Background: an optimization exercise with open tools, aiming at small area and a short achievable clock period. Do not read the settings as production practice.
Only simulation tests tie the RTL to the original design; equivalence was not proved.
Power and IR drop assume default switching activity.

Setup of zinc:
// tcp_frame_top
module tcp_frame_top #(
	parameter int TCP_OPT_WORDS = 3
) (
	input  logic                          clk,
	input  logic                          rst_n,
	input  logic                          start,
	input  logic [47:0]                   mac_dst,
	input  logic [47:0]                   mac_src,
	input  logic [15:0]                   mac_type,
	input  logic [7:0]                    ip_dsf,
	input  logic [15:0]                   ip_id,
	input  logic [2:0]                    ip_flag,
	input  logic [12:0]                   ip_frag_offset,
	input  logic [7:0]                    ip_ttl,
	input  logic [7:0]                    ip_prot,
	input  logic [31:0]                   ip_src,
	input  logic [31:0]                   ip_dst,
	input  logic [15:0]                   tcp_src_port,
	input  logic [15:0]                   tcp_dst_port,
	input  logic [31:0]                   tcp_seq_num,
	input  logic [31:0]                   tcp_ack_num,
	input  logic [3:0]                    tcp_head_len,
	input  logic [5:0]                    tcp_flags,
	input  logic [15:0]                   tcp_window,
	input  logic [15:0]                   tcp_urgent_ptr,
	input  logic [TCP_OPT_WORDS*32-1:0]   tcp_options,
	input  logic [15:0]                   payload_len,
	input  logic [15:0]                   payload_sum,
	input  logic                          data_out_rd,
  ...
clock: 14.0 ns
lec_check: 0
cap_margin: 20
core_margin: 2
core_utilization: 65
slew_margin: 20
synth_hierarchical: 1
synth_minimum_keep_size: 0
standard.sh (not shown) runs the stock make flow with config.mk's settings and CLKGATE_MAP_FILE= SYNTH_SCRIPT=/design/flow/synth_recipe.tcl, a recipe that flattens the netlist after the stock synthesis.
==> flow/flow/run.sh <==
#!/bin/bash
# The standard layout (standard.sh, standard synthesis unchanged) with three
# layout knobs: port buffers of buf_1 cells instead of the delay cells buffer_ports
# picks by default; a clock tree of clkbuf_16 with larger sink clusters and no
# dummy loads; and repair_timing asked for extra setup margin so that it works
# below the design's period. make's full output is in standard.log; each step's
# log is under orfs/logs.
set -euo pipefail
export BUFFER_PORTS_ARGS="-buffer_cell sky130_fd_sc_hd__buf_1"
export CTS_ARGS="-sink_clustering_enable -repair_clock_nets -dont_use_dummy_load -buf_list sky130_fd_sc_hd__clkbuf_16 -sink_clustering_size 30 -sink_clustering_max_diameter 80 -sink_buffer_max_cap_derate 1.0"
export SETUP_SLACK_MARGIN=8.0
bash standard.sh finish > standard.log 2>&1
zinc closes out successfully: all stages finished, all timing, DRC and antenna checks passed.
### zinc -> indigo
# zinc
export LEC_CHECK = 0
export CAP_MARGIN = 20
export CORE_MARGIN = 2
export CORE_UTILIZATION = 65
export SLEW_MARGIN = 20
export SYNTH_HIERARCHICAL = 1
export SYNTH_MINIMUM_KEEP_SIZE = 0
create_clock -name core_clock -period 14.0 [get_ports {clk}]
# indigo
export LEC_CHECK = 0
export CAP_MARGIN = 20
export CORE_MARGIN = 2
export CORE_UTILIZATION = 70
export SLEW_MARGIN = 20
export SYNTH_HIERARCHICAL = 1
export SYNTH_MINIMUM_KEEP_SIZE = 0
create_clock -name core_clock -period 14.0 [get_ports {clk}]
Findings:
indigo drops more vias than zinc.
The number of post-CTS setup repair buffers in indigo was lower than what zinc gave.
zinc reports its slowest library cell on the worst path as buf_8 while indigo reports dfxtp_1.
Die area, zinc and indigo, higher one = zinc.
Clock skew is lower on indigo
As far as power in sequential cells is concerned, indigo and zinc perform about the same.
The run showing the smaller number of antenna violations at the first check in global routing is zinc.
Diff indigo..zinc | count of max-cap constraint violations | negligible
What amber does differently from indigo at the input level:
# indigo
export LEC_CHECK = 0
export CAP_MARGIN = 20
export CORE_MARGIN = 2
export CORE_UTILIZATION = 70
export SLEW_MARGIN = 20
export SYNTH_HIERARCHICAL = 1
export SYNTH_MINIMUM_KEEP_SIZE = 0
create_clock -name core_clock -period 14.0 [get_ports {clk}]
# amber
export LEC_CHECK = 0
export CAP_MARGIN = 20
export CORE_MARGIN = 2
export CORE_UTILIZATION = 60
export SLEW_MARGIN = 20
export SYNTH_HIERARCHICAL = 1
export SYNTH_MINIMUM_KEEP_SIZE = 0
create_clock -name core_clock -period 14.0 [get_ports {clk}]
==> comparison <==
- amber vs indigo: utilization down in amber
- amber reports its launch point of the worst path as data_out_rd while indigo reports wsel[14].
- Run comparison: indigo type of the setup path with the least slack flop to output pin; amber type of the setup path with the least slack input pin to output pin
- NOTE: non-filler instance count after layout in amber exceeds that of indigo
- Diff indigo -> amber | die footprint | increase of 16%
- Post-CTS setup buffer count | amber above indigo
--- input diff amber..raven ---
# amber
export LEC_CHECK = 0
export CAP_MARGIN = 20
export CORE_MARGIN = 2
export CORE_UTILIZATION = 60
export SLEW_MARGIN = 20
export SYNTH_HIERARCHICAL = 1
export SYNTH_MINIMUM_KEEP_SIZE = 0
create_clock -name core_clock -period 14.0 [get_ports {clk}]
# raven
export LEC_CHECK = 0
export CAP_MARGIN = 20
export CORE_MARGIN = 2
export CORE_UTILIZATION = 40
export SLEW_MARGIN = 20
export SYNTH_HIERARCHICAL = 1
export SYNTH_MINIMUM_KEEP_SIZE = 0
create_clock -name core_clock -period 14.0 [get_ports {clk}]
--- a/flow/flow/run.sh
+++ b/flow/flow/run.sh
@@ -10 +10 @@
-export CTS_ARGS="-sink_clustering_enable -repair_clock_nets -dont_use_dummy_load -buf_list sky130_fd_sc_hd__clkbuf_16 -sink_clustering_size 30 -sink_clustering_max_diameter 80 -sink_buffer_max_cap_derate 1.0"
+export CTS_ARGS="-sink_clustering_enable -repair_clock_nets -dont_use_dummy_load -buf_list sky130_fd_sc_hd__clkbuf_16 -sink_clustering_size 25 -sink_clustering_max_diameter 100 -sink_buffer_max_cap_derate 1.0"
==> comparison <==
- amber: all stages complete, timing, DRC and antenna checks passed
- The final layout from raven, which completed every stage, passed the timing, DRC and antenna checks at the end of the flow.
- amber → raven: largest fanout on the critical path -1; number of library cell types mapped by synthesis ~0 delta.
- Re worst hold slack: amber was higher than raven.
- Compared to amber, the routing of raven uses more wire.
- Final clock period utilization by the worst path is lower on amber
- The faster design of the two is amber; raven tops out lower.
- Average wire length per cell after detail routing of raven exceeds that of amber slightly.
- Comparing amber and raven, fraction of met3 tracks used by global routing is lower on raven.
- On routed via count divided by cell count, the higher figure sits with amber, not raven.
- Looking at clock-pin slew reported for the worst setup and hold paths after clock tree synthesis, raven sits below amber.
#### Input delta (fjord over raven)
--- a/flow/flow/run.sh
+++ b/flow/flow/run.sh
@@ -10 +10 @@
-export CTS_ARGS="-sink_clustering_enable -repair_clock_nets -dont_use_dummy_load -buf_list sky130_fd_sc_hd__clkbuf_16 -sink_clustering_size 25 -sink_clustering_max_diameter 100 -sink_buffer_max_cap_derate 1.0"
+export CTS_ARGS="-sink_clustering_enable -repair_clock_nets -dont_use_dummy_load -buf_list sky130_fd_sc_hd__clkbuf_16 -sink_clustering_size 30 -sink_clustering_max_diameter 80 -sink_buffer_max_cap_derate 1.0"
==> comparison <==
fjord has less setup slack than raven.
fjord consumes more power than raven does.
As far as number of buffers inserted by hold repair at cts goes, raven and fjord are indistinguishable; the numbers are identical.
Clock power ends up higher on fjord.
Per the comparison of fjord with raven, slew at the pin closest to its max-slew limit lost 0.031 ns, part of the total power dissipated in the clock network shows an increase of 1.9 points, post-synthesis to final-layout area growth went up, ratio of final minimum period to clock period neither gained nor lost much, count of placed standard cells in the final layout, fillers left out now sits at about the same level.

-- static timing again, ports no longer ideal --
The flow's constraints put no driver on any port. The routed layouts listed below were extracted and timed again, unchanged, in two steps.
Step 1: set_driving_cell puts a clkbuf_16 on clk and a buf_2 on each other input, an assumption about the parent block.
Step 2 also shifts input and output timing later by t, the mid clock arrival at the registers, as if the neighbouring blocks saw the same clock.
Three values: no drivers, after step 1, after step 2; two values: the first two.
run	shift t [ns]	setup slack, ns	clock arrival spread, ns	cell pins on the clock port's net
zinc	0.661	7.926 / 7.874 / 7.357	0.076 / 0.076	1
indigo	0.663	7.849 / 7.789 / 7.363	0.055 / 0.055	1
amber	0.670	7.924 / 7.871 / 7.392	0.087 / 0.087	1
raven	0.688	7.903 / 7.854 / 7.413	0.083 / 0.083	1
fjord	0.641	7.892 / 7.835 / 7.448	0.075 / 0.075	1
After both steps setup and hold are still met in every run listed. For zinc, which loses most, drivers alone change the setup slack by -0.052 ns; drivers and shift together by -0.569 ns.
